Context: an optimization exercise on an open-source flow, tuned for small area and a short achievable clock period. The choices shown serve that exercise and are no tape-out recipe. RTL that was checked went through simulation tests only; none was proved equivalent to the original. No functional check of the RTL was part of runs 1 and 2. Power and IR drop assume default switching activity.

<file path="config.mk">
export PLATFORM = sky130hd
export DESIGN_NAME = xgmii_rx_stats_top
export DESIGN_NICKNAME = xgmii_rx_stats_top
export VERILOG_FILES = /design/flow/design.v
export SDC_FILE = /design/flow/constraint.sdc
export NUM_CORES = 4
export LEC_CHECK = 0
export CAP_MARGIN = 20
export CORE_MARGIN = 2
export CORE_UTILIZATION = 40
export CTS_CLUSTER_DIAMETER = 100
export CTS_CLUSTER_SIZE = 24
export SLEW_MARGIN = 20
</file>
<file path="constraint.sdc">
create_clock -name core_clock -period 20.0 [get_ports {sys_clk}]
set_input_delay 4.0000 -clock core_clock [delete_from_list [all_inputs] [get_ports {sys_clk}]]
set_output_delay 4.0000 -clock core_clock [all_outputs]
set_load 0.01 [all_outputs]
</file>
<file path="design.v">
module xgmii_rx_stats #(
    parameter int NCH           = 4,
    parameter int CNT_W         = 16,
    parameter int TICKS_PER_SEC = 50000,
    parameter int MAX_LEN       = 1518
) (
    input  logic                 sys_clk,
    input  logic                 sys_rst,
    input  logic [64*NCH-1:0]    xgmii_rxd,
    input  logic [8*NCH-1:0]     xgmii_rxc,
    input  logic                 clear,
    output logic                 sec_tick,
    output logic [CNT_W*NCH-1:0] rx_pps,
    output logic [CNT_W*NCH-1:0] rx_throughput,
    output logic [CNT_W*NCH-1:0] rx_errors
);
    localparam int TW = (TICKS_PER_SEC > 1) ?
                        $clog2(TICKS_PER_SEC) : 1;
    localparam logic [TW-1:0] TC = TW'(TICKS_PER_SEC - 1);
    localparam int LW = 12;
    localparam logic [LW-1:0] LMAX = {1'b0, {(LW-1){1'b1}}};
    localparam int PW0 = $clog2(8 * TICKS_PER_SEC / 73 + 2);
    localparam int PW  = (PW0 < CNT_W) ? PW0 : CNT_W;
    logic [TW-1:0] win_q;
    logic          tick_q;
    logic          win_end;
    assign win_end = (win_q == TC);
    always_ff @(posedge sys_clk or posedge sys_rst) begin
        if (sys_rst) begin
            win_q  <= '0;
            tick_q <= 1'b0;
        end else begin
            win_q  <= (clear || win_end) ? '0 : win_q + 1'b1;
            tick_q <= !clear && win_end;
        end
    end
    assign sec_tick = tick_q;
    for (genvar k = 0; k < NCH; k++) begin : g_ch
        logic             st_q;
        logic [LW-1:0]    lm_q, lm_d;
        logic [PW-1:0]    pps_q, opps_q, p;
        logic [CNT_W-1:0] byt_q, err_q;
        logic [CNT_W-1:0] obyt_q, oerr_q;
        logic [CNT_W-1:0] b, e;
        logic [7:0] ctl, dat, trm, erl, bnd;
        logic       s0, s4;
        logic [8:0] nb;              
        logic [3:0] ds;              
        logic       eb;              
        logic       any_b, any_ft, good;
        logic [1:0]     err_n;
        logic [CNT_W:0] es, bx, by;
        logic [3:0]     esj;
        logic [7:0]     bsj;
        logic [7:0] rng;             
        always_comb begin
            for (int i = 0; i < 8; i++) begin
                logic [7:0] byt;
                logic       hi;
                byt    = xgmii_rxd[64*k + 8*i +: 8];
                hi     = &byt[7:3];
                ctl[i] = xgmii_rxc[8*k + i];
                dat[i] = !ctl[i];
                trm[i] = ctl[i] && hi && byt[2:0] == 3'b101;
                erl[i] = ctl[i] && hi && byt[2:0] == 3'b110;
            end
            s0 = ctl[0] && xgmii_rxd[64*k +: 8] == 8'hFB;
            s4 = ctl[4] && xgmii_rxd[64*k + 32 +: 8] == 8'hFB;
            bnd = trm | {3'b000, s4, 3'b000, s0};
            nb[0] = 1'b1;
            for (int i = 0; i < 8; i++)
                nb[i+1] = nb[i] && !bnd[i];
            any_b  = !nb[8];
            any_ft = |(trm & nb[7:0]);
            eb     = |(erl & nb[7:0]);
            begin
                logic [2:0] da, db;
                logic [4:0] nbb;     
                nbb[0] = 1'b1;
                for (int i = 0; i < 4; i++)
                    nbb[i+1] = nbb[i] && !bnd[4+i];
                da = 3'd0;
                db = 3'd0;
                for (int i = 0; i < 4; i++) begin
                    if (dat[i] && nb[i]) da = da + 3'd1;
                    if (dat[4+i] && nbb[i]) db = db + 3'd1;
                end
                ds = {1'b0, da} + (nb[4] ? {1'b0, db} : 4'd0);
            end
            for (int j = 0; j < 8; j++)
                rng[j] = !lm_q[LW-1] &&
                         (lm_q >= LW'(64 - j)) &&
                         (lm_q <= LW'(MAX_LEN - j));
            good = st_q && any_ft && !eb && rng[ds[2:0]];
            err_n = {1'b0, st_q && any_b && !good}
                  + {1'b0, s0 && |bnd[7:1]}
                  + {1'b0, s4 && |trm[7:5]};
            for (int j = 0; j < 4; j++)
                esj[j] = ({1'b0, err_q} + (CNT_W+1)'(j)) >> CNT_W;
            es = {1'b0, err_q} + {{(CNT_W-1){1'b0}}, err_n};
            e  = esj[err_n] ? '1 : es[CNT_W-1:0];
            p = pps_q + {{(PW-1){1'b0}}, good};
            bx = {1'b0, byt_q} + {{(CNT_W+2-LW){1'b0}}, lm_q[LW-2:0]};
            for (int j = 0; j < 8; j++)
                bsj[j] = (bx + (CNT_W+1)'(j)) >> CNT_W;
            by = bx + {{(CNT_W-2){1'b0}}, ds[2:0]};
            b  = !good ? byt_q : (bsj[ds[2:0]] ? '1 : by[CNT_W-1:0]);
            if (!any_b) begin
                logic [LW-1:0] ls;
                ls   = lm_q + {{(LW-4){1'b0}}, ds};
                lm_d = (eb || (!lm_q[LW-1] && ls[LW-1])) ?
                       LMAX : ls;
            end else if (s4) begin
                lm_d = (|erl[7:5]) ? LMAX :
                       LW'($countones(dat[7:5])) - LW'(7);
            end else begin
                lm_d = (|erl[7:1]) ? LMAX :
                       LW'($countones(dat[7:1])) - LW'(7);
            end
        end
        always_ff @(posedge sys_clk or posedge sys_rst) begin
            if (sys_rst) begin
                st_q   <= 1'b0;
                pps_q  <= '0;
                byt_q  <= '0;
                err_q  <= '0;
                opps_q <= '0;
                obyt_q <= '0;
                oerr_q <= '0;
            end else begin
                if (any_b)
                    st_q <= (s4 && !(|trm[7:5])) || (s0 && !(|bnd[7:1]));
                if (clear) begin
                    pps_q  <= '0;
                    byt_q  <= '0;
                    err_q  <= '0;
                    opps_q <= '0;
                    obyt_q <= '0;
                    oerr_q <= '0;
                end else if (win_end) begin
                    pps_q  <= '0;
                    byt_q  <= '0;
                    err_q  <= '0;
                    opps_q <= p;
                    obyt_q <= b;
                    oerr_q <= e;
                end else begin
                    pps_q  <= p;
                    byt_q  <= b;
                    err_q  <= e;
                end
            end
        end
        always_ff @(posedge sys_clk)
            lm_q <= lm_d;
        assign rx_pps[CNT_W*k +: CNT_W]        = CNT_W'(opps_q);
        assign rx_throughput[CNT_W*k +: CNT_W] = obyt_q;
        assign rx_errors[CNT_W*k +: CNT_W]     = oerr_q;
    end
endmodule
module xgmii_rx_stats_top (
    input  logic          sys_clk,
    input  logic          sys_rst,
    input  logic [255:0]  xgmii_rxd,
    input  logic [31:0]   xgmii_rxc,
    input  logic          clear,
    output logic          sec_tick,
    output logic [63:0]   rx_pps,
    output logic [63:0]   rx_throughput,
    output logic [63:0]   rx_errors
);
    xgmii_rx_stats #(
        .NCH          (4),
        .CNT_W        (16),
        .TICKS_PER_SEC(50000),
        .MAX_LEN      (1518)
    ) u_stats (
        .sys_clk      (sys_clk),
        .sys_rst      (sys_rst),
        .xgmii_rxd    (xgmii_rxd),
        .xgmii_rxc    (xgmii_rxc),
        .clear        (clear),
        .sec_tick     (sec_tick),
        .rx_pps       (rx_pps),
        .rx_throughput(rx_throughput),
        .rx_errors    (rx_errors)
    );
endmodule
</file>
<file path="flow/run.sh">
#!/bin/bash
# The standard layout (standard.sh) with these changes:
#  - synthesis: the standard script (synth_recipe.tcl) with ABC run on
#    flow/map.abc instead of ORFS's speed script, and adders left to ABC
#    (no full-adder cell mapping); registers are mapped exactly as before;
#  - port buffers are plain buf_1 cells;
#  - timing repair aims SETUP_SLACK_MARGIN ns beyond the constraint.
set -euo pipefail
here=$(pwd)
export MY_ABC_SCRIPT=$here/flow/map.abc
export ADDER_MAP_FILE=
export BUFFER_PORTS_ARGS="-buffer_cell sky130_fd_sc_hd__buf_1"
export SETUP_SLACK_MARGIN=${SETUP_SLACK_MARGIN:-12.5}
sed "s#SYNTH_SCRIPT=[^ ]*#SYNTH_SCRIPT=$here/flow/synth.tcl#" standard.sh > standard_own.sh
grep -q "SYNTH_SCRIPT=$here/flow/synth.tcl" standard_own.sh
bash standard_own.sh > flow_make.log 2>&1
</file>
<file path="flow/map.abc">
strash
&get -n
&syn2
&dch -f
&nf
&put
buffer -c
upsize -c
dnsize -c
</file>
<file path="flow/synth.tcl">
proc synth {args} { yosys synth -nofsm -noshare {*}$args }
proc abc {args} {
  set i [lsearch -exact $args -script]
  if { $i >= 0 && [info exists ::env(MY_ABC_SCRIPT)] && $::env(MY_ABC_SCRIPT) ne "" } {
    lset args [expr { $i + 1 }] $::env(MY_ABC_SCRIPT)
  }
  yosys abc {*}$args
}
source $::env(SCRIPTS_DIR)/synth.tcl
# left out here: clear keep_hierarchy, flatten, clean up, hide names made inside functions, write 1_2_yosys.v
</file>
<file path="standard.sh">
#!/bin/bash
# synth_recipe.tcl (not shown) runs the flow's synth.tcl, then flattens the netlist and writes it again
# the make line also repeats each setting of config.mk as NAME=value (left out here)
make -C /OpenROAD-flow-scripts/flow DESIGN_CONFIG=/design/flow/config.mk WORK_HOME=/design/flow/orfs CLKGATE_MAP_FILE= SYNTH_SCRIPT=/design/flow/synth_recipe.tcl "${@:-finish}"
</file>
==> run_results.csv, run 1 <==
group,metric,value,unit
outcome,run_status,"timing/DRC/antenna clean",
yosys,syn-cell-area,0.0267,mm²
detailed_routing,ant_nets,0,
clock_tree,path_clk_slew,90,ps
yosys,asr_flop_ratio_synth,88.8,%
yosys,yosys.cell_types.count,108,
timing,rsz0062_at_grt,"true",
yosys,synth-main-ff-cell,"dfrtp_1",
clock_tree,cts_made_buffers,23,
clock_tree,ctsLongestPathBuffers,3,
floorplanning,chipWidth,262,µm
clock_tree,cts_max_level,1,
global_routing,first_global_vias,23500,
worst_setup_path,crit_slowest_cell,"nor4b_4",
timing,worst_slew_pin_slew,993,ps
layout,drive_above_1_share,15.6,%
worst_setup_path,timing.critical_path.to_type,"flip-flop",
run,drv_cap,0,
min_path,min_path_type,"flip-flop to flip-flop",
clock_tree,clkSinkCount,429,
worst_setup_path,worstPathBufferInverterCount,4,
yosys,synth_largest_type_area_fraction,35.7,%
layout,syn_to_final_growth,23.6,%
clock_tree,ctsRootBufferMaster,"clkbuf_16",
floorplanning,num_rows,94,
worst_setup_path,critPathMaxStageDelay,470,ps
timing,setup_viol,0,
worst_setup_path,cp_top_family,"compound AO/OA/AOI/OAI gates",
worst_setup_path,cp.depth,20,
detailed_routing,routedWlPerCell,17.2,µm
floorplanning,core,0.0660,mm²
timing,fin_skew,17.6,ps
layout,n_fill_cell,6368,
placement,place.port_buffers,471,
detailed_routing,drc,0,
timing,finalMaxSlewViolations,0,
timing,period_needed,7510,ps
layout,mostFrequentLayoutCells,"428 x buf_1, 396 x nand2_1, 383 x nor2_1",
placement,gp_routability_congestion,0.885,
floorplanning,die-area,0.0689,mm²
detailed_routing,dr.first_iter.drc_count,1643,
global_routing,antenna_found_initial,1,
detailed_routing,wirelength,79.2,mm
detailed_routing,detailedRoute.firstPassIterationCount,5,
clock_tree,tritoncts,"built",
timing,setup_total_negative_slack,0,ps
layout,layout.nets,4021,
yosys,post-synth-top-area-cell,"dfrtp_1",
worst_setup_path,critPathRequiredTime,20470,ps
global_routing,global_route_wire_length_before_repair,124,mm
layout,instances_no_fill,4609,
layout,multiInputGateArea,0.0171,mm²
yosys,number_of_flops_mapped_to_enable_cells_by_yosys,0,
layout,layout_commonest_cell,"buf_1",
clock_tree,clkLatencyLatePin,580,ps
yosys,syn-mean-instance-area,8.27,µm²
worst_setup_path,cp-start-kind,"input pin",
global_routing,grt_max_degree,142,
yosys,ys_top_cells_by_area,"dfrtp_1 36%, xnor2_1 6.2%, nand2_1 5.7%",
floorplanning,die_height,262,µm
layout,register_area,0.0105,mm²
floorplanning,ios,484,
power_and_ir_drop,total_leakage_power,13.6,nW
timing,achievable-frequency,0.133,GHz
timing,relSlewSlack,33.8,%
min_path,min_path_cells,2,
timing,finalHoldViolations,0,
yosys,syn-instance-count,3230,
global_routing,global_route.usage.total,21.4,%
floorplanning,starting_density_of_the_core,40.5,%
worst_setup_path,critical-path-top-cell-by-count,"buf_12",
worst_setup_path,path_class,"input pin to flip-flop",
worst_setup_path,rr_worst_depth,16,
power_and_ir_drop,vdd_drop_max,70.8,µV
detailed_routing,vias_per_cell,5.47,
layout,fin_util,50.1,%
yosys,ys_seq_area_share,39.3,%
worst_setup_path,timing.critical_path.cells,"buf_1, nand4_1, nor4b_4, buf_4, a211oi_4, a211oi_2, o21ai_4, buf_12, xnor2_4, a2111oi_1, o31ai_2, o32a_4, nor3_4, or3b_4, nand4_4, buf_12, a2111oi_4, xnor2_1, a21oi_1, a21o_1",
worst_setup_path,crit_arrival,7970,ps
placement,dp.cells,4415,
power_and_ir_drop,power.density_cell_area,76.7,mW/mm²
timing,timing.final.crit_share,37.5,%
yosys,synth_warnings,1,
worst_setup_path,critical_path.max_fanout,5,
global_routing,grt-ovfl-total,0,
detailed_routing,route.vias.total,25200,
yosys,synth.ff_latch_count,429,
placement,dpl.hpwl,55.2,mm
cells in the mapped netlist, types with 16 or more instances:
master and count:
a21oi_1 146, o22ai_1 64, nor4_1 27, nand3_1 102, buf_2 22, or2_2 28, nand2_1 405, nor2_1 402
and4_1 23, nor2b_1 17, maj3_1 20, clkbuf_1 134, a31oi_1 28, a21o_1 20, and3_1 59, o31ai_1 16
nor3_1 68, o21ai_0 276, dfxtp_1 48, nand2b_1 32, nand4_1 74, and2_1 57, dfrtp_1 381, xnor2_1 189
o21ai_1 34, a211oi_1 24, xor2_1 113, inv_1 75
report_power, final:
part	switching, mW	total [mW]	leakage [nW]	internal [mW]
Combinational	0.500	0.930	7.50	0.430
Clock	0.308	0.535	0.337	0.227
Sequential	0.145	1.07	5.72	0.924
cell families (layout without fill, tap and decap cells):
family	after synthesis	count (layout)	share of synthesized area (%)
flip-flops	429	429	39.3
XOR/XNOR	307	308	10.2
AO/OA/AOI/OAI	800	802	19.2
buffers and inverters	253	749	3.87
adder cells (fa/ha/maj)	22	22	0.834
other	1	13	0.0140
AND/OR/NAND/NOR	1408	1412	26.1
multiplexers	10	10	0.384
what timing repair did:
| item | in CTS | in global routing |
|---|---|---|
| gates cloned | 1 | 11 |
| setup endpoints to repair | 379 | 337 |
| pin swaps | 46 | 128 |
| gates resized for setup | 96 | 250 |
| setup buffers | 61 | 81 |
| hold buffers | 0 | 0 |
metrics by stage:
stage / area, µm² / hold WS, ps / worst slack, ps / power (mW)
2_1_floorplan: 27400 / 451 / 10880 / 1.75
3_3_place_gp: 29600 / 461 / 10950 / 1.90
3_5_place_dp: 29600 / 469 / 10910 / 1.91
4_1_cts: 31300 / 491 / 12430 / 2.49
5_1_grt: 33000 / 507 / 12300 / 2.71
6_report: 33000 / 484 / 12490 / 2.53
final timing paths:
path / from / endpoint / slack (ps)
max in group asynchronous: sys_rst / u_stats.g_ch[0].obyt_q[4]$_DFFE_PP0N_ / 13600
worst max register to register: u_stats.g_ch[1].lm_q[0]$_DFF_P_ / u_stats.g_ch[1].obyt_q[10]$_DFFE_PP0N_ / 15270
worst min-delay path: u_stats.g_ch[2].opps_q[7]$_DFFE_PP0N_ / u_stats.g_ch[2].opps_q[7]$_DFFE_PP0N_ / 480
worst max-delay path: xgmii_rxd[99] / u_stats.g_ch[1].oerr_q[7]$_DFFE_PP0N_ / 12490
min in group asynchronous: sys_rst / u_stats.g_ch[1].oerr_q[6]$_DFFE_PP0N_ / 3650
worst min register to register: u_stats.g_ch[2].opps_q[7]$_DFFE_PP0N_ / u_stats.g_ch[2].opps_q[7]$_DFFE_PP0N_ / 480
worst reg2reg max path, stage by stage (launching register included):
cell and delay (ps):
dfxtp_1 600, a31oi_1 190, o311ai_1 460, a31o_2 250, nand2_1 60, a31oi_1 270, a32oi_1 130, o21ai_1 130
a21boi_1 120, nor2b_1 330, nand3_1 170, xor2_1 180, or4_1 560, or4_1 570, nand3_4 240, o22ai_1 180
o21ai_0 190
state kept, by name, summed over array words and instances, names as in the netlist:
register and count:
u_stats.tick_q 1, u_stats.win_q 16, u_stats.g_ch.byt_q 64, u_stats.g_ch.oerr_q 64
u_stats.g_ch.err_q 64, u_stats.g_ch.pps_q 52, u_stats.g_ch.obyt_q 64, u_stats.g_ch.lm_q 48
u_stats.g_ch.st_q 4, u_stats.g_ch.opps_q 52
per-layer routing:
metal | vias to the layer above | share of wire, % | track usage (%)
li1 | 12400 | - | -
met1 | 12100 | 45 | 28.8
met2 | 593 | 48 | 36.8
met3 | 96 | 4.4 | 2.58
met4 | 0 | 2.3 | 5.14
met5 | - | 0 | 0
area by class of cell:
type	count	share of cell area, %
multi-input combinational	2566	51.6
sequential	429	31.8
timing repair buffer	635	10.3
tap	864	3.27
clock buffer	33	1.92
inverter	75	0.864
clock inverter	6	0.178
antenna	1	0.00758
==> run 2, diff against run 1 <==
--- a/flow/run.sh
+++ b/flow/run.sh
@@ -10,7 +10,7 @@
 export MY_ABC_SCRIPT=$here/flow/map.abc
 export ADDER_MAP_FILE=
 export BUFFER_PORTS_ARGS="-buffer_cell sky130_fd_sc_hd__buf_1"
-export SETUP_SLACK_MARGIN=${SETUP_SLACK_MARGIN:-12.5}
+export SETUP_SLACK_MARGIN=${SETUP_SLACK_MARGIN:-12.25}
 sed "s#SYNTH_SCRIPT=[^ ]*#SYNTH_SCRIPT=$here/flow/synth.tcl#" standard.sh > standard_own.sh
 grep -q "SYNTH_SCRIPT=$here/flow/synth.tcl" standard_own.sh
 bash standard_own.sh > flow_make.log 2>&1
==> run_results.csv, run 2 <==
group,metric,value,unit
outcome,run_status,"timing/DRC/antenna clean",
timing,setup_slack,12220,ps
min_path,holdCritStartpoint,"u_stats.g_ch[2].obyt_q[11]$_DFFE_PP0N_",
floorplanning,ios,484,
clock_tree,ctsLongestPathBuffers,3,
timing,setup_viol,0,
clock_tree,tritoncts,"built",
clock_tree,clkLatencyLatePin,580,ps
timing,finalHoldViolations,0,
placement,place.port_buffers,471,
clock_tree,cts_max_level,1,
worst_setup_path,rr_worst_depth,17,
yosys,yosys.cell_types.count,108,
layout,register_area,0.0105,mm²
yosys,synth.ff_latch_count,429,
global_routing,grt_max_degree,162,
timing,rsz0062_at_grt,"true",
layout,mostFrequentLayoutCells,"451 x buf_1, 405 x nand2_1, 392 x nor2_1",
yosys,synthTopCellsByCount,"405 x nand2_1, 402 x nor2_1, 381 x dfrtp_1",
layout,syn_to_final_growth,17.0,%
placement,dpl.hpwl,53.6,mm
run,drv_cap,0,
global_routing,global_route.usage.total,20.7,%
timing,worst_slew_pin_slew,1050,ps
detailed_routing,drc,0,
worst_setup_path,critPathRequiredTime,20470,ps
layout,multiInputGateArea,0.0161,mm²
floorplanning,die-area,0.0689,mm²
timing,period_needed,7780,ps
worst_setup_path,timing.critical_path.to_type,"flip-flop",
worst_setup_path,cp-start-kind,"input pin",
min_path,min_path_cells,2,
layout,layout.nets,3944,
detailed_routing,route.vias.total,24600,
detailed_routing,detailedRoute.firstPassIterationCount,6,
timing,setup_total_negative_slack,0,ps
clock_tree,cts_made_buffers,23,
floorplanning,chipWidth,262,µm
timing,achievable-frequency,0.128,GHz
yosys,post-synth-top-area-cell,"dfrtp_1",
timing,fin_skew,26.4,ps
floorplanning,starting_density_of_the_core,40.5,%
floorplanning,die_height,262,µm
power_and_ir_drop,total_leakage_power,12.7,nW
yosys,asr_flop_ratio_synth,88.8,%
detailed_routing,routedWlPerCell,16.6,µm
power_and_ir_drop,power.density_cell_area,79.3,mW/mm²
floorplanning,core,0.0660,mm²
worst_setup_path,reg2reg_to,"u_stats.g_ch[3].obyt_q[10]$_DFFE_PP0N_",
yosys,synth_warnings,1,
global_routing,antenna_found_initial,1,
worst_setup_path,crit_arrival,8250,ps
yosys,ys_seq_area_share,39.3,%
yosys,number_of_flops_mapped_to_enable_cells_by_yosys,0,
power_and_ir_drop,vdd_drop_max,62.4,µV
yosys,syn-cell-area,0.0267,mm²
global_routing,first_global_vias,23200,
min_path,min_path_type,"flip-flop to flip-flop",
floorplanning,num_rows,94,
detailed_routing,wirelength,75.2,mm
detailed_routing,dr.first_iter.drc_count,1590,
layout,n_fill_cell,6536,
worst_setup_path,reg2reg_from,"u_stats.g_ch[3].lm_q[2]$_DFF_P_",
placement,preCtsSetupSlack,10850,ps
timing,finalMaxSlewViolations,0,
clock_tree,cts_hold_repair.buffers,0,
worst_setup_path,path_class,"input pin to flip-flop",
clock_tree,path_clk_slew,100,ps
detailed_routing,ant_nets,0,
yosys,synth.most_common_cell,"nand2_1",
clock_tree,ctsRootBufferMaster,"clkbuf_16",
yosys,ys_top_cells_by_area,"dfrtp_1 36%, xnor2_1 6.2%, nand2_1 5.7%",
layout,drive_above_1_share,9.65,%
yosys,synth-main-ff-cell,"dfrtp_1",
min_path,hold_worst_path_end,"u_stats.g_ch[2].obyt_q[11]$_DFFE_PP0N_",
yosys,syn-mean-instance-area,8.27,µm²
worst_setup_path,reg2reg_slack,15200,ps
clock_tree,clkSinkCount,429,
global_routing,grt-ovfl-total,0,
layout,layout_commonest_cell,"buf_1",
yosys,syn-instance-count,3230,
detailed_routing,vias_per_cell,5.43,
timing,relSlewSlack,29.9,%
worst_setup_path,critical_path.max_fanout,10,
yosys,synth_largest_type_area_fraction,35.7,%
global_routing,global_route_wire_length_before_repair,120,mm
placement,gp_routability_congestion,0.880,
timing,timing.final.crit_share,38.9,%
## run 2: cell counts after synthesis
No cell type changed its count.
## run 2: worst max-delay path by stage
| stage | depth (start not counted) | startpoint | endpoint |
|---|---|---|---|
| floorplan | 1 | sys_rst | u_stats.g_ch[0].byt_q[0]$_DFF_PP0_ |
| global placement | 19 | xgmii_rxc[28] | u_stats.g_ch[3].opps_q[12]$_DFFE_PP0N_ |
| detailed placement | 18 | xgmii_rxc[12] | u_stats.g_ch[1].oerr_q[14]$_DFFE_PP0N_ |
| CTS | 18 | xgmii_rxc[24] | u_stats.g_ch[3].lm_q[9]$_DFF_P_ |
| global route | 20 | xgmii_rxc[12] | u_stats.g_ch[1].err_q[12]$_DFF_PP0_ |
| finish | 21 | xgmii_rxc[12] | u_stats.g_ch[1].oerr_q[14]$_DFFE_PP0N_ |
## run 2: cell type report
| class | count | area share [%] |
|---|---|---|
| diodes | 1 | 0.00801 |
| clock inverters | 6 | 0.252 |
| multi-input cells | 2563 | 51.4 |
| clock buffers | 35 | 2.05 |
| inverters | 75 | 0.913 |
| well taps | 864 | 3.46 |
| flip-flops and latches | 429 | 33.6 |
| repair buffers | 561 | 8.30 |
## run 2: what timing repair did
item / 4_1_cts / 5_1_grt
gates cloned: 0 / 6
resized for setup: 50 / 125
buffers inserted: 26 / 42
setup endpoints to repair: 264 / 271
pin swaps: 14 / 45
## run 2: logic make-up (layout without fill, tap and decap cells)
family,Yosys count,count (layout),share of synthesized area [%]
other,1,13,0.0140
XOR/XNOR,307,308,10.2
buffers and inverters,253,677,3.87
multiplexers,10,10,0.384
adder cells (fa/ha/maj),22,22,0.834
AND/OR/NAND/NOR,1408,1409,26.1
flip-flops,429,429,39.3
AO/OA/AOI/OAI,800,802,19.2
## run 2: stage by stage
step	hold WS, ps	std cells	power, mW	cell area, µm²	utilization (%)
after floorplan	451	3241	1.73	26800	-
after global placement	462	4417	1.88	29100	44.1
after detailed placement	468	4417	1.88	29100	44.1
after CTS	491	4484	2.45	30200	45.8
after global routing	508	4534	2.65	31300	47.4
final	484	4534	2.48	31300	47.4
## run 2: critical path, stage by stage
cell      delay (ps)
buf_2            210
nand2_1          160
nor4b_4          390
buf_4            190
nor2_1            70
nand3_1          200
nand4b_1         200
buf_4            200
xnor2_2          150
xnor2_2          320
o311a_1          260
o32a_2           180
nor3_4            60
buf_12           170
or3b_4           430
a31oi_4          230
buf_12           170
a21o_1           160
nor4_1            70
a211o_1          240
a22o_1           200
## run 2: report_power, final
group          internal (mW)  total, mW  switching (mW)
Clock                  0.241      0.546           0.305
Sequential             0.924       1.07           0.145
Combinational          0.391      0.864           0.473
Total                   1.56       2.48           0.923
## run 2: metal layers
| layer | vias up | global-route usage, % | share of wire, % |
|---|---|---|---|
| met5 | - | 0 | 0 |
| met4 | 0 | 6.17 | 3.4 |
| met3 | 131 | 3.04 | 4.3 |
| met2 | 554 | 35.3 | 47 |
| met1 | 11700 | 27.2 | 45 |
| li1 | 12300 | - | - |
==> run 3, diff against run 2 <==
--- a/design.v
+++ b/design.v
@@ -112,10 +112,12 @@
                        LMAX : ls;
             end else if (s4) begin
                 lm_d = (|erl[7:5]) ? LMAX :
-                       LW'($countones(dat[7:5])) - LW'(7);
+                       LW'({2'b00, dat[5]} + {2'b00, dat[6]} + {2'b00, dat[7]}) - LW'(7);
             end else begin
                 lm_d = (|erl[7:1]) ? LMAX :
-                       LW'($countones(dat[7:1])) - LW'(7);
+                       LW'({2'b00, dat[1]} + {2'b00, dat[2]} + {2'b00, dat[3]} +
+                           {2'b00, dat[4]} + {2'b00, dat[5]} + {2'b00, dat[6]} +
+                           {2'b00, dat[7]}) - LW'(7);
             end
         end
         always_ff @(posedge sys_clk or posedge sys_rst) begin
--- a/flow/run.sh
+++ b/flow/run.sh
@@ -10,7 +10,7 @@
 export MY_ABC_SCRIPT=$here/flow/map.abc
 export ADDER_MAP_FILE=
 export BUFFER_PORTS_ARGS="-buffer_cell sky130_fd_sc_hd__buf_1"
-export SETUP_SLACK_MARGIN=${SETUP_SLACK_MARGIN:-12.25}
+export SETUP_SLACK_MARGIN=${SETUP_SLACK_MARGIN:-12}
 sed "s#SYNTH_SCRIPT=[^ ]*#SYNTH_SCRIPT=$here/flow/synth.tcl#" standard.sh > standard_own.sh
 grep -q "SYNTH_SCRIPT=$here/flow/synth.tcl" standard_own.sh
 bash standard_own.sh > flow_make.log 2>&1
==> flow/map.abc (replaced) <==
strash
&get -n
&syn2
&dch -f
&nf
&put
==> run_results.csv, run 3 <==
group,metric,value,unit
power_and_ir_drop,total_leakage_power,12.6,nW
worst_setup_path,cp-start-kind,"input pin",
timing,rsz0062_at_grt,"true",
detailed_routing,drc,0,
yosys,syn-instance-count,3075,
power_and_ir_drop,vdd_drop_max,81.7,µV
power_and_ir_drop,design_power_total,2.58,mW
worst_setup_path,path_class,"input pin to flip-flop",
detailed_routing,dr.first_iter.drc_count,1355,
layout,drive_above_1_share,6.69,%
global_routing,gr-usage-met3,2.95,%
timing,period_needed,7890,ps
global_routing,first_global_vias,23100,
yosys,synth_largest_type_area_fraction,37.3,%
yosys,syn-mean-instance-area,8.32,µm²
layout,layout_commonest_cell,"buf_1",
placement,gp_routability_congestion,0.873,
detailed_routing,route.vias.total,24300,
global_routing,antenna_found_initial,3,
floorplanning,core,0.0632,mm²
placement,place.port_buffers,471,
global_routing,met1_demand_to_capacity_share_in_global_routing,29.4,%
floorplanning,die-area,0.0660,mm²
worst_setup_path,critical_path.max_fanout,9,
power_and_ir_drop,switching_power,966,µW
power_and_ir_drop,internal_power,1.62,mW
layout,layout.nets,3944,
clock_tree,cts_max_level,1,
timing,timing.final.crit_share,39.4,%
yosys,yosys.cell_types.count,66,
power_and_ir_drop,power.density_cell_area,83.6,mW/mm²
clock_tree,tritoncts,"built",
timing,setup_viol,0,
outcome,run_status,"timing/DRC/antenna clean",
power_and_ir_drop,p_comb_share,33.4,%
power_and_ir_drop,seq_power_share,41.3,%
global_routing,global_route_wire_length_before_repair,120,mm
timing,holdWs,483,ps
global_routing,grt-busiest-layer,"met2",
yosys,synth.most_common_cell,"nor2_1",
layout,instances_no_fill,4525,
clock_tree,ctsRootBufferMaster,"clkbuf_16",
global_routing,grtUsageMet2,36.1,%
clock_tree,cts_hold_repair.buffers,0,
yosys,number_of_flops_mapped_to_enable_cells_by_yosys,0,
clock_tree,clkLatencyLatePin,600,ps
floorplanning,die_height,257,µm
floorplanning,starting_density_of_the_core,40.5,%
timing,finalMaxSlewViolations,0,
floorplanning,ios,484,
yosys,synthTopCellsByCount,"421 x nor2_1, 420 x nand2_1, 381 x dfrtp_1",
layout,syn_to_final_growth,20.7,%
layout,fin_util,48.9,%
detailed_routing,ant_nets,0,
timing,finalHoldViolations,0,
floorplanning,num_rows,92,
yosys,ys_seq_area_share,41.0,%
global_routing,grt_max_degree,191,
global_routing,global_route.usage.total,21.6,%
clock_tree,clkSinkCount,429,
min_path,min_path_type,"flip-flop to flip-flop",
clock_tree,path_clk_slew,90,ps
timing,setup_total_negative_slack,0,ps
worst_setup_path,timing.critical_path.to_type,"flip-flop",
yosys,synth-main-ff-cell,"dfrtp_1",
worst_setup_path,critPathRequiredTime,20510,ps
yosys,synth.ff_latch_count,429,
placement,dpl.hpwl,51.8,mm
yosys,asr_flop_ratio_synth,88.8,%
power_and_ir_drop,swShare,37.4,%
timing,relSlewSlack,29.7,%
placement,dp.cells,4401,
detailed_routing,detailedRoute.firstPassIterationCount,5,
layout,mostFrequentLayoutCells,"453 x buf_1, 418 x nand2_1, 416 x nor2_1",
global_routing,grt-ovfl-total,0,
timing,achievable-frequency,0.127,GHz
clock_tree,cts_made_buffers,28,
detailed_routing,wirelength,73.6,mm
yosys,syn-cell-area,0.0256,mm²
yosys,synth_warnings,1,
floorplanning,chipWidth,257,µm
power_and_ir_drop,power_frac_clock,25.3,%
detailed_routing,routedWlPerCell,16.3,µm
worst_setup_path,crit_arrival,8390,ps
yosys,ys_top_cells_by_area,"dfrtp_1 37%, xnor2_1 6.6%, o21ai_0 6.3%",
timing,fin_skew,32.5,ps
run,drv_cap,0,
detailed_routing,vias_per_cell,5.37,
timing,worst_slew_pin_slew,1050,ps
yosys,post-synth-top-area-cell,"dfrtp_1",
clock_tree,ctsLongestPathBuffers,3,
[run 3: cell types whose count changed in the layout (fill, tap and decap cells not counted), sizes merged, moves of 15 or more]
cell,previous run,this run
inv,79,10
nand2,405,420
clkinv,0,70
nor2,403,422
a21oi,148,123
xor2,114,139
[run 3: per-layer routing]
layer | routed length (µm) | part of all wire (%)
met5 | 0 | 0
met4 | 1790 | 2.4
met3 | 3230 | 4.4
met2 | 34800 | 47
met1 | 33700 | 46
[run 3: repair_timing]
action / CTS / global route
gates resized for setup: 34 / 72
endpoints found under the setup margin: 249 / 287
cloned: 2 / 1
setup buffers: 24 / 41
pin swaps: 13 / 36
[run 3: worst paths after layout]
| check | from | end | slack (ps) | depth (start not counted) |
|---|---|---|---|---|
| worst max-delay path | xgmii_rxc[5] | u_stats.g_ch[0].obyt_q[0]$_DFFE_PP0N_ | 12110 | 21 |
| worst min-delay path | u_stats.g_ch[2].oerr_q[7]$_DFFE_PP0N_ | u_stats.g_ch[2].oerr_q[7]$_DFFE_PP0N_ | 480 | 2 |
| worst max register to register | u_stats.g_ch[2].lm_q[1]$_DFF_P_ | u_stats.g_ch[2].obyt_q[11]$_DFFE_PP0N_ | 15070 | 16 |
| worst min register to register | u_stats.g_ch[2].oerr_q[7]$_DFFE_PP0N_ | u_stats.g_ch[2].oerr_q[7]$_DFFE_PP0N_ | 480 | 2 |
| max in group asynchronous | sys_rst | u_stats.g_ch[0].oerr_q[7]$_DFFE_PP0N_ | 14120 | 4 |
| min in group asynchronous | sys_rst | u_stats.g_ch[1].opps_q[5]$_DFFE_PP0N_ | 3510 | 2 |
[run 3: cell families (layout without fill, tap and decap cells)]
| group | Yosys count | count (layout) | share of synthesized area (%) |
|---|---|---|---|
| AND/OR/NAND/NOR | 1457 | 1459 | 27.4 |
| adder cells (fa/ha/maj) | 21 | 21 | 0.821 |
| multiplexers | 16 | 16 | 0.636 |
| AO/OA/AOI/OAI | 741 | 741 | 17.4 |
| XOR/XNOR | 332 | 332 | 11.4 |
| other | 1 | 16 | 0.0147 |
| flip-flops | 429 | 429 | 41.0 |
| buffers and inverters | 78 | 665 | 1.32 |
[run 3: critical path: stages]
cell and delay (ps):
clkbuf_4 180, nand3_1 110, or4b_4 540, nor3b_1 170
xnor2_1 150, buf_4 160, nor4_4 240, buf_4 190
xor2_4 180, xnor2_2 130, buf_4 180, maj3_2 340
a2111oi_4 350, and3_4 270, and3b_2 230, nand2_2 70
o211ai_1 180, buf_4 170, clkdlybuf4s15_2 280, o22ai_1 110
o21ai_0 160
[run 3: power by group through the flow]
stage / Clock, mW / Sequential (mW) / Combinational (mW)
after detailed placement: 0 / 1.08 / 0.801
final: 0.653 / 1.07 / 0.862
after global placement: 0 / 1.08 / 0.798
after global routing: 0.707 / 1.08 / 0.971
after CTS: 0.677 / 1.06 / 0.826
after floorplan: 0 / 1.04 / 0.659
[run 3: per-stage QoR]
step           area (µm²)  setup WS (ps)
2_1_floorplan       26000          11850
3_3_place_gp        28900          10740
3_5_place_dp        28900          10710
4_1_cts             30200          11980
5_1_grt             30900          11870
6_report            30900          12110
[run 3: layout make-up]
class	instances	area (µm²)
fillers	6312	32300
multi-input cells	2581	15700
flip-flops and latches	429	10500
repair buffers	547	2410
well taps	846	1060
clock buffers	37	766
inverters	66	274
clock inverters	15	224
diodes	4	10.0
==> run 4, diff against run 3 <==
==> flow/map.abc (replaced) <==
strash
dc2
strash
&get -n
&dch -f
&nf
&put
buffer -c
upsize -c
dnsize -c
==> run_results.csv, run 4 <==
group,metric,value,unit
outcome,run_status,"timing/DRC/antenna clean",
floorplanning,num_rows,93,
placement,dp.cells,4269,
global_routing,first_global_vias,22600,
yosys,synth-main-ff-cell,"dfrtp_1",
power_and_ir_drop,power.density_cell_area,77.3,mW/mm²
clock_tree,clkLatencyLatePin,570,ps
placement,gp_routability_congestion,0.896,
detailed_routing,wirelength,74.9,mm
global_routing,global_route.usage.total,21.1,%
min_path,min_path_cells,2,
global_routing,global_route_wire_length_before_repair,117,mm
worst_setup_path,reg2reg_from,"u_stats.g_ch[2].lm_q[1]$_DFF_P_",
layout,layout_commonest_cell,"buf_1",
timing,rsz0062_at_grt,"true",
floorplanning,starting_density_of_the_core,40.3,%
timing,setup_total_negative_slack,0,ps
layout,multiInputGateArea,0.0171,mm²
yosys,syn-cell-area,0.0258,mm²
global_routing,grt_max_degree,153,
detailed_routing,vias_per_cell,5.33,
floorplanning,die-area,0.0666,mm²
yosys,synth-adder-area-share,1.87,%
clock_tree,path_clk_slew,100,ps
worst_setup_path,critical_path.max_fanout,4,
timing,period_needed,8360,ps
detailed_routing,ant_nets,0,
yosys,synth.most_common_cell,"nor2_1",
timing,achievable-frequency,0.120,GHz
layout,layout.nets,3949,
min_path,min_path_type,"flip-flop to flip-flop",
layout,syn_to_final_growth,29.9,%
layout,n_fill_cell,6025,
worst_setup_path,path_class,"input pin to flip-flop",
placement,place.port_buffers,471,
yosys,ys_seq_area_share,40.6,%
global_routing,grt-ovfl-total,0,
floorplanning,ios,484,
min_path,hold_worst_path_end,"u_stats.g_ch[1].obyt_q[2]$_DFFE_PP0N_",
yosys,synth_warnings,1,
floorplanning,chipWidth,258,µm
yosys,number_of_flops_mapped_to_enable_cells_by_yosys,0,
layout,instances_no_fill,4532,
detailed_routing,routedWlPerCell,16.5,µm
floorplanning,core,0.0641,mm²
placement,dpl.hpwl,51.0,mm
worst_setup_path,rr_worst_depth,20,
clock_tree,ctsRootBufferMaster,"clkbuf_16",
yosys,synth.area.mux_share,0.591,%
yosys,syn-instance-count,3077,
worst_setup_path,timing.critical_path.cells,"buf_8, nand4_1, buf_4, nor4_4, buf_4, buf_6, or2_4, or3_4, o21a_4, or4_4, a21oi_4, nor2_4, mux4_2, a2111oi_4, or3_4, nand4_1, and2_4, maj3_4, buf_12, nor3_4, nand2_1, xnor2_1, nor2_1, o21ai_1",
clock_tree,cts_max_level,1,
timing,worst_slew_pin_slew,1030,ps
min_path,holdCritStartpoint,"u_stats.g_ch[1].obyt_q[2]$_DFFE_PP0N_",
yosys,asr_flop_ratio_synth,88.8,%
layout,register_area,0.0105,mm²
timing,finalHoldViolations,0,
yosys,synth.ff_latch_count,429,
timing,relSlewSlack,31.3,%
worst_setup_path,critPathMaxStageDelay,570,ps
yosys,syn-mean-instance-area,8.40,µm²
timing,fin_skew,21.8,ps
yosys,ys_top_cells_by_area,"dfrtp_1 37%, xnor2_1 7.2%, nor2_1 6.0%",
worst_setup_path,cp-start-kind,"input pin",
worst_setup_path,timing.critical_path.to_type,"flip-flop",
clock_tree,tritoncts,"built",
detailed_routing,detailedRoute.firstPassIterationCount,5,
timing,setup_slack,11640,ps
yosys,synthesized_area_fraction_occupied_by_xor_and_xnor_cells,11.3,%
worst_setup_path,reg2reg_slack,14470,ps
detailed_routing,route.vias.total,24100,
clock_tree,ctsLongestPathBuffers,3,
timing,holdWs,482,ps
global_routing,antenna_found_initial,1,
floorplanning,die_height,258,µm
run,drv_cap,0,
timing,timing.final.crit_share,41.8,%
yosys,synth_largest_type_area_fraction,36.9,%
clock_tree,cts_made_buffers,24,
yosys,synthTopCellsByCount,"413 x nor2_1, 386 x nand2_1, 381 x dfrtp_1",
worst_setup_path,crit_slowest_cell,"or4_4",
power_and_ir_drop,design_power_total,2.59,mW
layout,drive_above_1_share,20.6,%
power_and_ir_drop,vdd_drop_max,47.0,µV
placement,preCtsSetupSlack,10170,ps
yosys,synth_top_family_by_area,"simple AND/OR/NAND/NOR gates",
yosys,post-synth-top-area-cell,"dfrtp_1",
power_and_ir_drop,total_leakage_power,14.0,nW
worst_setup_path,crit_arrival,8800,ps
yosys,synthSimpleGateAreaFrac,26.3,%
clock_tree,cts_hold_repair.buffers,0,
detailed_routing,dr.first_iter.drc_count,1443,
yosys,yosys.cell_types.count,102,
yosys,synth_area_in_compound_gates,15.6,%
worst_setup_path,reg2reg_to,"u_stats.g_ch[2].obyt_q[15]$_DFFE_PP0N_",
clock_tree,clkSinkCount,429,
detailed_routing,drc,0,
worst_setup_path,critPathRequiredTime,20440,ps
timing,setup_viol,0,
timing,finalMaxSlewViolations,0,
layout,mostFrequentLayoutCells,"435 x buf_1, 381 x dfrtp_1, 369 x nand2_1",
## run 4: critical path: cells and delay by family
kind / cells / cell delay [ps]
muxes: 1 / 340
buffers and inverters: 5 / 640
and+or+nand+nor: 12 / 2420
adders and majority gates: 1 / 370
AOI/OAI and AO/OA: 4 / 890
xor gates and xnor gates: 1 / 130
## run 4: where the power goes
group	leakage, nW	switching [mW]	internal (mW)
sequential	5.72	0.132	0.924
clock	0.361	0.311	0.242
combinational	7.97	0.497	0.487
## run 4: kinds of logic after synthesis
kind of cell	after synthesis
buf+inv	231
other cells	1
fa+ha+maj	47
simple gates	1387
xor+xnor	316
flops	429
mux	10
compound gates	656
## run 4: how the worst max path moves through the flow
stage / start / endpoint / slack (ps)
after floorplan: sys_rst / u_stats.g_ch[0].byt_q[0]$_DFF_PP0_ / 10880
after global placement: xgmii_rxc[28] / u_stats.g_ch[3].oerr_q[14]$_DFFE_PP0N_ / 10350
after detailed placement: xgmii_rxc[28] / u_stats.g_ch[3].oerr_q[14]$_DFFE_PP0N_ / 10170
after CTS: xgmii_rxd[42] / u_stats.g_ch[0].oerr_q[14]$_DFFE_PP0N_ / 11720
after global routing: xgmii_rxd[37] / u_stats.g_ch[0].oerr_q[13]$_DFFE_PP0N_ / 11480
final: xgmii_rxc[4] / u_stats.g_ch[0].oerr_q[9]$_DFFE_PP0N_ / 11640
## run 4: repair_timing
item                       4_1_cts  5_1_grt
buffers inserted                98      111
resized for setup              143      288
pin swaps                       95      143
setup endpoints to repair      364      325
gates cloned                     7        2
## run 4: metal layers
metal	GRT usage, %	wire, µm
met5	0	0
met4	4.93	1620
met3	3.38	3700
met2	36.0	36100
met1	28.1	33500
## run 4: cell type report
cell class | count | area share [%]
Antenna cell | 1 | 0.00746
Timing Repair Buffer | 695 | 11.6
Inverter | 73 | 0.828
Tap cell | 855 | 3.19
Sequential cell | 429 | 31.3
Clock buffer | 35 | 1.98
Multi-Input combinational cell | 2435 | 50.9
Clock inverter | 9 | 0.283
## run 4: metrics by stage
step	cell area, µm²	util [%]
floorplan	27000	-
global placement	29200	45.5
detailed placement	29200	45.5
CTS	31400	48.9
global route	33600	52.3
finish	33600	52.4
==> run 5, diff against run 4 <==
==> flow/map.abc (replaced) <==
strash
dc2
dc2
strash
&get -n
&dch -f
&nf
&put
buffer -c
upsize -c
dnsize -c
==> run_results.csv, run 5 <==
group,metric,value,unit
outcome,run_status,"timing/DRC/antenna clean",
min_path,min_path_type,"flip-flop to flip-flop",
worst_setup_path,path_class,"input pin to flip-flop",
layout,syn_to_final_growth,32.5,%
timing,timing.final.crit_share,40.7,%
timing,period_needed,8150,ps
clock_tree,path_clk_slew,100,ps
yosys,synth-main-ff-cell,"dfrtp_1",
worst_setup_path,reg2reg_slack,14310,ps
yosys,syn-cell-area,0.0259,mm²
global_routing,global_route_wire_length_before_repair,117,mm
yosys,asr_flop_ratio_synth,88.8,%
layout,mostFrequentLayoutCells,"433 x buf_1, 381 x dfrtp_1, 349 x nand2_1",
detailed_routing,drc,0,
floorplanning,core,0.0642,mm²
detailed_routing,wirelength,74.2,mm
layout,layout.nets,3907,
clock_tree,cts_made_buffers,25,
worst_setup_path,crit_arrival,8570,ps
yosys,synth.most_common_cell,"nor2_1",
power_and_ir_drop,seq_power_share,40.8,%
yosys,post-synth-top-area-cell,"dfrtp_1",
detailed_routing,dr.first_iter.drc_count,1479,
global_routing,grt-busiest-layer,"met2",
detailed_routing,detailedRoute.firstPassIterationCount,6,
floorplanning,num_rows,93,
power_and_ir_drop,internal_power,1.63,mW
yosys,ys_top_cells_by_area,"dfrtp_1 37%, xnor2_1 6.7%, nor2_1 5.6%",
power_and_ir_drop,power_frac_clock,22.0,%
power_and_ir_drop,p_comb_share,37.2,%
worst_setup_path,cp-start-kind,"input pin",
timing,achievable-frequency,0.123,GHz
detailed_routing,routedWlPerCell,16.5,µm
worst_setup_path,reg2reg_to,"u_stats.g_ch[0].obyt_q[15]$_DFFE_PP0N_",
global_routing,grt_max_degree,158,
layout,multiInputGateArea,0.0175,mm²
timing,finalHoldViolations,0,
yosys,number_of_flops_mapped_to_enable_cells_by_yosys,0,
worst_setup_path,critical_path.max_fanout,6,
yosys,yosys.cell_types.count,111,
yosys,syn-mean-instance-area,8.56,µm²
run,drv_cap,0,
clock_tree,cts_hold_repair.buffers,0,
placement,dp.cells,4231,
clock_tree,ctsRootBufferMaster,"clkbuf_16",
timing,fin_skew,19.2,ps
yosys,synthTopCellsByCount,"390 x nor2_1, 381 x dfrtp_1, 364 x nand2_1",
worst_setup_path,reg2reg_from,"u_stats.g_ch[0].lm_q[1]$_DFF_P_",
detailed_routing,route.vias.total,23900,
layout,register_area,0.0105,mm²
layout,layout_commonest_cell,"buf_1",
timing,worst_slew_pin_slew,1030,ps
worst_setup_path,timing.critical_path.to_type,"flip-flop",
clock_tree,clkLatencyLatePin,570,ps
placement,gp_routability_congestion,0.868,
power_and_ir_drop,switching_power,961,µW
timing,finalMaxSlewViolations,0,
timing,setup_total_negative_slack,0,ps
yosys,synth.ff_latch_count,429,
yosys,ys_seq_area_share,40.5,%
power_and_ir_drop,power.density_cell_area,75.6,mW/mm²
clock_tree,cts_max_level,1,
global_routing,first_global_vias,22900,
yosys,synth_warnings,1,
min_path,hold_worst_path_end,"u_stats.g_ch[3].obyt_q[4]$_DFFE_PP0N_",
global_routing,grtUsageMet2,33.9,%
timing,rsz0062_at_grt,"true",
min_path,min_path_cells,2,
timing,relSlewSlack,31.2,%
layout,instances_no_fill,4490,
floorplanning,starting_density_of_the_core,40.4,%
global_routing,global_route.usage.total,21.0,%
layout,drive_above_1_share,22.5,%
timing,setup_viol,0,
global_routing,gr-usage-met3,3.88,%
clock_tree,ctsLongestPathBuffers,3,
global_routing,antenna_found_initial,2,
worst_setup_path,rr_worst_depth,18,
floorplanning,chipWidth,259,µm
min_path,holdCritStartpoint,"u_stats.g_ch[3].obyt_q[4]$_DFFE_PP0N_",
floorplanning,ios,484,
detailed_routing,vias_per_cell,5.31,
clock_tree,clkSinkCount,429,
global_routing,grt-ovfl-total,0,
yosys,synth_largest_type_area_fraction,36.8,%
yosys,syn-instance-count,3028,
global_routing,met1_demand_to_capacity_share_in_global_routing,29.7,%
layout,n_fill_cell,5958,
power_and_ir_drop,vdd_drop_max,77.0,µV
clock_tree,tritoncts,"built",
detailed_routing,ant_nets,0,
worst_setup_path,critPathRequiredTime,20420,ps
power_and_ir_drop,total_leakage_power,14.1,nW
placement,place.port_buffers,471,
floorplanning,die-area,0.0668,mm²
power_and_ir_drop,swShare,37.0,%
floorplanning,die_height,259,µm
placement,dpl.hpwl,50.3,mm
-- run 5: changes by cell type after synthesis, moves of 10 or more --
cell     before  now
a31oi_1       9   32
nor2_1      413  390
nand2_1     386  364
a21oi_1     127  110
or2_2        50   33
xnor2_1     212  198
xor2_1       93  107
and3_1       45   58
o22ai_1      72   59
a21o_1       36   24
or3_1        20    9
nand4_1      59   49
-- run 5: area by class of cell --
cell class                 instances  area share [%]
antenna                            1         0.00729
clock buffer                      34            1.95
clock inverter                    11           0.357
inverter                          71           0.805
multi-input combinational       2391            51.1
sequential                       429            30.6
tap                              855            3.12
timing repair buffer             698            12.1
-- run 5: timing repair --
| item | 4_1_cts | 5_1_grt |
|---|---|---|
| resized for setup | 181 | 273 |
| cloned | 4 | 4 |
| setup endpoints to repair | 310 | 291 |
| pin swaps | 103 | 151 |
| buffers inserted | 114 | 91 |
-- run 5: critical path, stage by stage --
cell and delay (ps):
clkbuf_2 120, nand2_2 100, nor4_4 330, buf_4 170, nor3_2 50, xnor3_2 470
nand3_4 130, nor3b_4 240, xnor2_2 90, buf_4 160, xor2_4 190, buf_6 120
buf_4 130, nand2_2 50, o211ai_1 130, a311oi_4 390, buf_4 180, buf_12 100
o21ai_4 50, a31oi_4 270, xnor2_2 150, a31o_4 280, and2_4 200, a21o_1 190
a21oi_2 190, o21ai_1 80
-- run 5: worst max path at each step --
stage	start	slack (ps)	cells past startpoint	to
final	xgmii_rxd[164]	11850	26	u_stats.g_ch[2].oerr_q[11]$_DFFE_PP0N_
after floorplan	sys_rst	10880	1	u_stats.g_ch[0].byt_q[0]$_DFF_PP0_
after CTS	xgmii_rxc[4]	11900	23	u_stats.g_ch[0].oerr_q[4]$_DFFE_PP0N_
after detailed placement	xgmii_rxc[4]	10220	21	u_stats.g_ch[0].oerr_q[5]$_DFFE_PP0N_
after global routing	xgmii_rxd[160]	11620	26	u_stats.g_ch[2].oerr_q[11]$_DFFE_PP0N_
after global placement	xgmii_rxc[0]	10300	21	u_stats.g_ch[0].oerr_q[5]$_DFFE_PP0N_
-- run 5: stage by stage --
step                      setup slack [ps]  power [mW]  hold WS (ps)  cell area [µm²]  utilization (%)
after floorplan                      10880        1.76           447            27300                -
final                                11850        2.60           485            34300             53.4
after global placement               10300        1.90           462            29500             45.9
after CTS                            11900        2.54           489            32200             50.1
after detailed placement             10220        1.90           470            29500             45.9
after global routing                 11620        2.76           502            34300             53.4
-- run 5: logic make-up (layout without fill, tap and decap cells) --
group	Yosys count	after routing	share of synthesized area, %
flip-flops	429	429	40.5
multiplexers	3	3	0.121
other	1	13	0.0145
AO/OA/AOI/OAI	651	651	15.8
buffers and inverters	221	814	3.60
AND/OR/NAND/NOR	1346	1348	26.3
adder cells (fa/ha/maj)	58	58	2.33
XOR/XNOR	319	319	11.3
-- run 5: power groups by stage --
stage / Combinational [mW] / Clock, mW / Sequential (mW)
6_report: 0.966 / 0.571 / 1.06
5_1_grt: 1.07 / 0.624 / 1.07
4_1_cts: 0.890 / 0.594 / 1.05
3_5_place_dp: 0.830 / 0 / 1.07
3_3_place_gp: 0.830 / 0 / 1.07
2_1_floorplan: 0.782 / 0 / 0.974
-- run 5: per-layer routing --
metal / up-vias / share of wire (%)
met5: - / 0.018
met4: 2 / 1.7
met3: 74 / 5.7
met2: 534 / 46
met1: 11500 / 46
li1: 11700 / -
==> run 6, diff against run 5 <==
==> flow/map.abc (replaced) <==
strash
&get -n
&syn2
&dch -f
&nf
&put
buffer -c
upsize -c
dnsize -c
==> run_results.csv, run 6 <==
group,metric,value,unit
outcome,run_status,"timing/DRC/antenna clean",
timing,finalMaxSlewViolations,0,
layout,fin_util,46.4,%
power_and_ir_drop,power.density_cell_area,80.4,mW/mm²
detailed_routing,route.vias.total,24100,
yosys,synth_warnings,1,
timing,finalHoldViolations,0,
detailed_routing,top_layer_used,"met4",
timing,worst_slew_pin_slew,1070,ps
yosys,synth_top_family_by_area,"simple AND/OR/NAND/NOR gates",
yosys,synthTopCellsByCount,"420 x nor2_1, 419 x nand2_1, 381 x dfrtp_1",
power_and_ir_drop,seq_power_share,43.5,%
worst_setup_path,cp_top_family,"simple AND/OR/NAND/NOR gates",
yosys,ys_top_cells_by_area,"dfrtp_1 36%, xnor2_1 6.3%, nor2_1 5.9%",
global_routing,first_global_vias,22700,
power_and_ir_drop,switching_power,921,µW
layout,n_fill_cell,6620,
floorplanning,chipWidth,262,µm
floorplanning,core,0.0657,mm²
yosys,syn-cell-area,0.0265,mm²
detailed_routing,drc,0,
placement,gp_routability_congestion,0.901,
timing,setup_total_negative_slack,0,ps
detailed_routing,routedWlPerCell,16.5,µm
worst_setup_path,path_class,"input pin to flip-flop",
floorplanning,num_rows,94,
yosys,syn-mean-instance-area,8.18,µm²
global_routing,grt-ovfl-total,0,
placement,dpl.hpwl,54.5,mm
global_routing,grt_max_degree,102,
power_and_ir_drop,vdd_drop_max,56.7,µV
worst_setup_path,timing.critical_path.to_type,"flip-flop",
timing,rsz0062_at_grt,"true",
clock_tree,path_clk_slew,100,ps
layout,layout.nets,3920,
layout,drive_above_1_share,7.08,%
worst_setup_path,cp-start-kind,"input pin",
yosys,number_of_flops_mapped_to_enable_cells_by_yosys,0,
clock_tree,clkLatencyLatePin,570,ps
timing,relSlewSlack,28.5,%
min_path,min_path_type,"flip-flop to flip-flop",
run,drv_cap,0,
layout,num_antenna_cells,0,
yosys,synthSimpleGateAreaFrac,26.7,%
yosys,synth-adder-area-share,0.797,%
global_routing,global_route_wire_length_before_repair,119,mm
worst_setup_path,critical-path-top-cell-by-count,"buf_4",
clock_tree,ctsRootBufferMaster,"clkbuf_16",
timing,period_needed,7820,ps
worst_setup_path,timing.critical_path.cells,"buf_1, nand4_1, or4b_1, and2_1, a21oi_2, nor4_4, buf_4, xor2_2, buf_4, xnor2_4, maj3_2, a2111oi_4, and3_4, and3b_2, nand2_2, o211ai_4, buf_12, o22ai_2, o21ai_1",
power_and_ir_drop,p_comb_share,35.2,%
detailed_routing,wl_met2,35.1,mm
floorplanning,ios,484,
clock_tree,cts_max_level,1,
detailed_routing,vias_per_cell,5.36,
clock_tree,cts_made_buffers,23,
yosys,yosys.cell_types.count,97,
worst_setup_path,worstPathBufferInverterCount,4,
global_routing,global_route.usage.total,21.0,%
detailed_routing,ant_nets,0,
detailed_routing,wl_met1,34.2,mm
global_routing,antenna_found_initial,0,
placement,place.port_buffers,471,
power_and_ir_drop,internal_power,1.53,mW
yosys,synth-main-ff-cell,"dfrtp_1",
layout,syn_to_final_growth,15.0,%
detailed_routing,detailedRoute.firstPassIterationCount,5,
power_and_ir_drop,total_leakage_power,12.5,nW
yosys,synth.ff_latch_count,429,
worst_setup_path,crit_slowest_cell,"or4b_1",
timing,achievable-frequency,0.128,GHz
placement,dp.cells,4427,
worst_setup_path,critPathMaxStageDelay,630,ps
yosys,asr_flop_ratio_synth,88.8,%
timing,setup_viol,0,
layout,mostFrequentLayoutCells,"454 x buf_1, 418 x nand2_1, 417 x nor2_1",
yosys,syn-instance-count,3242,
yosys,ys_seq_area_share,39.6,%
clock_tree,clkSinkCount,429,
detailed_routing,met3RoutedLength,3.44,mm
worst_setup_path,critical_path.max_fanout,10,
yosys,synth_largest_type_area_fraction,35.9,%
timing,fin_skew,17.7,ps
clock_tree,tritoncts,"built",
layout,instances_no_fill,4507,
worst_setup_path,critPathRequiredTime,20480,ps
power_and_ir_drop,swShare,37.5,%
yosys,synth.area.mux_share,0.613,%
yosys,synth_area_in_compound_gates,17.4,%
yosys,post-synth-top-area-cell,"dfrtp_1",
power_and_ir_drop,power_frac_clock,21.4,%
detailed_routing,dr.first_iter.drc_count,1590,
timing,timing.final.crit_share,39.1,%
floorplanning,die-area,0.0684,mm²
yosys,synth.most_common_cell,"nor2_1",
detailed_routing,wirelength,74.3,mm
yosys,synthesized_area_fraction_occupied_by_xor_and_xnor_cells,11.1,%
layout,layout_commonest_cell,"buf_1",
floorplanning,starting_density_of_the_core,40.4,%
worst_setup_path,crit_arrival,8300,ps
floorplanning,die_height,262,µm
clock_tree,ctsLongestPathBuffers,3,
## run 6: cell types whose count changed in the layout (fill, tap and decap cells not counted), sizes merged, moves of 15 or more
cell and delta:
buf -169, nand2 +54, o21ai +49, maj3 -37
nand3 +35, nor2 +31, xor2 +28, and4 +24
nor3 -23, nor4 -20, a211oi +16, o211ai +15
## run 6: cells by family after synthesis
logic type	Yosys count
simple gates	1457
compound gates	741
flops	429
xor+xnor	332
buf+inv	245
fa+ha+maj	21
mux	16
other cells	1
## run 6: layer usage
metal  global-route usage [%]  up-vias
met3                     2.43       70
met4                     4.58        0
met2                     35.9      525
met1                     28.6    11400
met5                        0        -
li1                         -    12100
## run 6: through the flow
stage	total power [mW]	hold slack [ps]	setup WS, ps	area (µm²)
floorplan	1.73	447	10880	26600
global placement	1.88	462	10650	28900
global route	2.63	513	11940	30500
finish	2.45	483	12180	30500
CTS	2.44	491	12010	29900
detailed placement	1.89	468	10570	28900
## run 6: repair_timing
action | in CTS | in global routing
endpoints found under the setup margin | 353 | 284
pin swaps | 8 | 26
resized for setup | 47 | 75
hold buffers | 0 | 0
buffers inserted | 6 | 32
cloned | 1 | 2
## run 6: final cells by class
type                       instances  area, µm²  area share (%)
multi-input combinational       2581      15800            51.7
inverter                          66        251           0.825
tap                              864       1080            3.54
clock buffer                      33        613            2.01
sequential                       429      10500            34.4
timing repair buffer             528       2230            7.31
clock inverter                     6       60.1           0.197
## run 6: final timing paths
check	from	to	slack, ps	cells after the start
worst max-delay path	xgmii_rxd[13]	u_stats.g_ch[0].obyt_q[13]$_DFFE_PP0N_	12180	19
worst min-delay path	u_stats.g_ch[2].obyt_q[13]$_DFFE_PP0N_	u_stats.g_ch[2].obyt_q[13]$_DFFE_PP0N_	480	2
worst max register to register	u_stats.g_ch[2].lm_q[1]$_DFF_P_	u_stats.g_ch[2].obyt_q[8]$_DFFE_PP0N_	14860	16
worst min register to register	u_stats.g_ch[2].obyt_q[13]$_DFFE_PP0N_	u_stats.g_ch[2].obyt_q[13]$_DFFE_PP0N_	480	2
max in group asynchronous	sys_rst	u_stats.g_ch[3].byt_q[4]$_DFF_PP0_	13730	5
min in group asynchronous	sys_rst	u_stats.g_ch[0].obyt_q[4]$_DFFE_PP0N_	3590	2
## run 6: worst min-delay path: stages, from the launching register on
cell and delay, ps:
dfrtp_1 350, nand2_1 50, o21ai_0 60
## run 6: power groups by stage
| stage | clock (mW) | combinational (mW) | sequential, mW |
|---|---|---|---|
| after floorplan | 0 | 0.767 | 0.965 |
| after global placement | 0 | 0.803 | 1.08 |
| after detailed placement | 0 | 0.807 | 1.08 |
| after CTS | 0.548 | 0.830 | 1.06 |
| after global routing | 0.576 | 0.975 | 1.08 |
| final | 0.524 | 0.863 | 1.07 |
==> run 7, diff against run 6 <==
--- a/config.mk
+++ b/config.mk
@@ -10,4 +10,5 @@
 export CORE_UTILIZATION = 40
 export CTS_CLUSTER_DIAMETER = 100
 export CTS_CLUSTER_SIZE = 24
+export PLACE_DENSITY = 0.75
 export SLEW_MARGIN = 20
==> run_results.csv, run 7 <==
group,metric,value,unit
outcome,run_status,"timing/DRC/antenna clean",
detailed_routing,vias_per_cell,5.43,
floorplanning,starting_density_of_the_core,40.4,%
placement,dp.cells,4425,
yosys,syn-instance-count,3242,
min_path,min_path_type,"flip-flop to flip-flop",
detailed_routing,ant_nets,0,
worst_setup_path,cp-start-kind,"input pin",
min_path,min_path_cells,2,
yosys,synth.most_common_cell,"nor2_1",
yosys,asr_flop_ratio_synth,88.8,%
timing,timing.final.crit_share,39.8,%
worst_setup_path,crit_arrival,8420,ps
clock_tree,tritoncts,"built",
detailed_routing,detailedRoute.firstPassIterationCount,6,
floorplanning,ios,484,
clock_tree,path_clk_slew,90,ps
timing,fin_skew,25.0,ps
yosys,syn-cell-area,0.0265,mm²
yosys,synth-main-ff-cell,"dfrtp_1",
detailed_routing,route.vias.total,24500,
placement,place.port_buffers,471,
yosys,number_of_flops_mapped_to_enable_cells_by_yosys,0,
clock_tree,clkLatencyLatePin,590,ps
power_and_ir_drop,vdd_drop_max,62.4,µV
yosys,ys_top_cells_by_area,"dfrtp_1 36%, xnor2_1 6.3%, nor2_1 5.9%",
global_routing,grt-ovfl-total,0,
yosys,synth_largest_type_area_fraction,35.9,%
layout,n_fill_cell,6400,
worst_setup_path,critical_path.max_fanout,14,
power_and_ir_drop,power.density_cell_area,82.3,mW/mm²
global_routing,global_route_wire_length_before_repair,116,mm
detailed_routing,drc,0,
timing,relSlewSlack,29.2,%
timing,finalMaxSlewViolations,0,
clock_tree,cts_made_buffers,25,
detailed_routing,dr.first_iter.drc_count,1696,
timing,period_needed,7950,ps
timing,setup_slack,12050,ps
floorplanning,core,0.0657,mm²
layout,syn_to_final_growth,15.3,%
global_routing,grt_max_degree,168,
yosys,yosys.cell_types.count,97,
layout,layout_commonest_cell,"buf_1",
clock_tree,ctsLongestPathBuffers,3,
worst_setup_path,timing.critical_path.to_type,"flip-flop",
layout,mostFrequentLayoutCells,"456 x buf_1, 419 x nand2_1, 415 x nor2_1",
layout,drive_above_1_share,7.04,%
placement,gp_routability_congestion,0.905,
detailed_routing,routedWlPerCell,16.2,µm
clock_tree,cts_max_level,1,
timing,rsz0062_at_grt,"true",
layout,instances_no_fill,4514,
timing,worst_slew_pin_slew,1050,ps
floorplanning,die-area,0.0684,mm²
power_and_ir_drop,design_power_total,2.52,mW
placement,dpl.hpwl,52.7,mm
worst_setup_path,critPathRequiredTime,20470,ps
yosys,syn-mean-instance-area,8.18,µm²
placement,preCtsSetupSlack,10050,ps
run,drv_cap,0,
timing,finalHoldViolations,0,
detailed_routing,wirelength,73.0,mm
yosys,post-synth-top-area-cell,"dfrtp_1",
clock_tree,clkSinkCount,429,
floorplanning,die_height,262,µm
power_and_ir_drop,total_leakage_power,12.6,nW
worst_setup_path,rr_worst_depth,16,
yosys,synthTopCellsByCount,"420 x nor2_1, 419 x nand2_1, 381 x dfrtp_1",
floorplanning,num_rows,94,
timing,achievable-frequency,0.126,GHz
yosys,synth.ff_latch_count,429,
floorplanning,chipWidth,262,µm
global_routing,antenna_found_initial,1,
global_routing,global_route.usage.total,20.3,%
yosys,ys_seq_area_share,39.6,%
yosys,synth_warnings,1,
global_routing,first_global_vias,22900,
layout,layout.nets,3921,
worst_setup_path,path_class,"input pin to flip-flop",
timing,setup_total_negative_slack,0,ps
clock_tree,ctsRootBufferMaster,"clkbuf_16",
timing,setup_viol,0,
-- run 7: kinds of logic (layout without fill, tap and decap cells) --
kind of cell / Yosys count / after routing / synth area share (%)
mux: 16 / 16 / 0.613
other cells: 1 / 13 / 0.0141
fa+ha+maj: 21 / 21 / 0.797
buf+inv: 245 / 639 / 3.78
xor+xnor: 332 / 332 / 11.1
simple gates: 1457 / 1458 / 26.7
flops: 429 / 429 / 39.6
compound gates: 741 / 742 / 17.4
-- run 7: area by class of cell --
class	instances	area, µm²	area share, %
timing repair buffer	527	2230	7.30
multi-input combinational	2581	15700	51.3
tap	864	1080	3.53
antenna	1	2.50	0.00818
sequential	429	10500	34.3
clock buffer	36	687	2.25
inverter	66	251	0.822
clock inverter	10	149	0.487
-- run 7: final timing paths --
kind | slack, ps | from | to
max in group asynchronous | 13670 | sys_rst | u_stats.g_ch[3].err_q[11]$_DFF_PP0_
min in group asynchronous | 3570 | sys_rst | u_stats.g_ch[0].obyt_q[6]$_DFFE_PP0N_
max | 12050 | xgmii_rxc[1] | u_stats.g_ch[0].oerr_q[14]$_DFFE_PP0N_
max reg2reg | 15170 | u_stats.g_ch[2].lm_q[1]$_DFF_P_ | u_stats.g_ch[2].obyt_q[15]$_DFFE_PP0N_
min | 490 | u_stats.g_ch[2].opps_q[2]$_DFFE_PP0N_ | u_stats.g_ch[2].opps_q[2]$_DFFE_PP0N_
min reg2reg | 490 | u_stats.g_ch[2].opps_q[2]$_DFFE_PP0N_ | u_stats.g_ch[2].opps_q[2]$_DFFE_PP0N_
-- run 7: where the power goes --
part / switching [mW] / internal (mW) / total [mW]
Combinational: 0.477 / 0.386 / 0.863
Clock: 0.321 / 0.266 / 0.587
Sequential: 0.144 / 0.924 / 1.07
Total: 0.942 / 1.58 / 2.52
-- run 7: critical path: stages --
cell and delay (ps):
buf_2 190, nand3_1 150, or4b_1 580, and2_1 210, and3_4 170, nor4_4 370
xor2_2 250, xor2_1 300, mux2i_2 340, a21oi_2 130, a21oi_1 190, xnor2_1 140
a21oi_1 160, buf_4 220, nor2_1 90, and3_2 320, or3b_1 400, a22o_1 200
-- run 7: layer usage --
metal,GRT usage [%],wire (µm)
met5,0,0
met4,5.74,1830
met3,2.85,3580
met2,35.1,35700
met1,26.4,31900
-- run 7: what timing repair did --
| action | 4_1_cts | 5_1_grt |
|---|---|---|
| buffers inserted | 11 | 29 |
| hold buffers | 0 | 0 |
| setup endpoints to repair | 357 | 241 |
| pin swaps | 5 | 23 |
| resized for setup | 42 | 69 |
| cloned | 0 | 2 |
-- run 7: through the flow --
step / hold slack [ps] / instance area (µm²) / util (%)
floorplan: 447 / 26600 / -
CTS: 491 / 30000 / 45.6
finish: 486 / 30600 / 46.5
global route: 518 / 30600 / 46.5
global placement: 462 / 28900 / 43.9
detailed placement: 469 / 28900 / 43.9

afterwards: timing with drivers on the ports:
The flow's constraints put no driver on any port. The routed layouts listed below were extracted and timed again, unchanged, in two steps.
Step 1 sets driving cells, clkbuf_16 on the clock port and buf_2 on the other inputs (assumed; they add their load-dependent delay and slew).
Step 2 adds t to the input delays and takes it off the output delays; t is the mean of the earliest and latest rising clock arrival at the registers after step 1. Input paths then give back, and output paths get back, about the clock's delay inside the block.
a / b / c = ideal ports / drivers / drivers and shift; a / b = the first two.
run | shift t [ns] | slack for setup (ns) | worst setup path after step 2
run 1 | 0.631 | 12.494 / 12.519 / 11.888 | input to register
run 2 | 0.627 | 12.216 / 12.243 / 11.616 | input to register
run 3 | 0.651 | 12.114 / 12.155 / 11.504 | input to register
run 4 | 0.619 | 11.636 / 11.656 / 11.037 | input to register
run 5 | 0.625 | 11.852 / 11.851 / 11.226 | input to register
run 6 | 0.623 | 12.178 / 12.190 / 11.567 | input to register
run 7 | 0.635 | 12.049 / 12.082 / 11.447 | input to register
After both steps setup and hold are still met in every run listed. The setup slack of run 5, which loses most, moves by -0.001 ns with the drivers and by -0.626 ns with both steps.
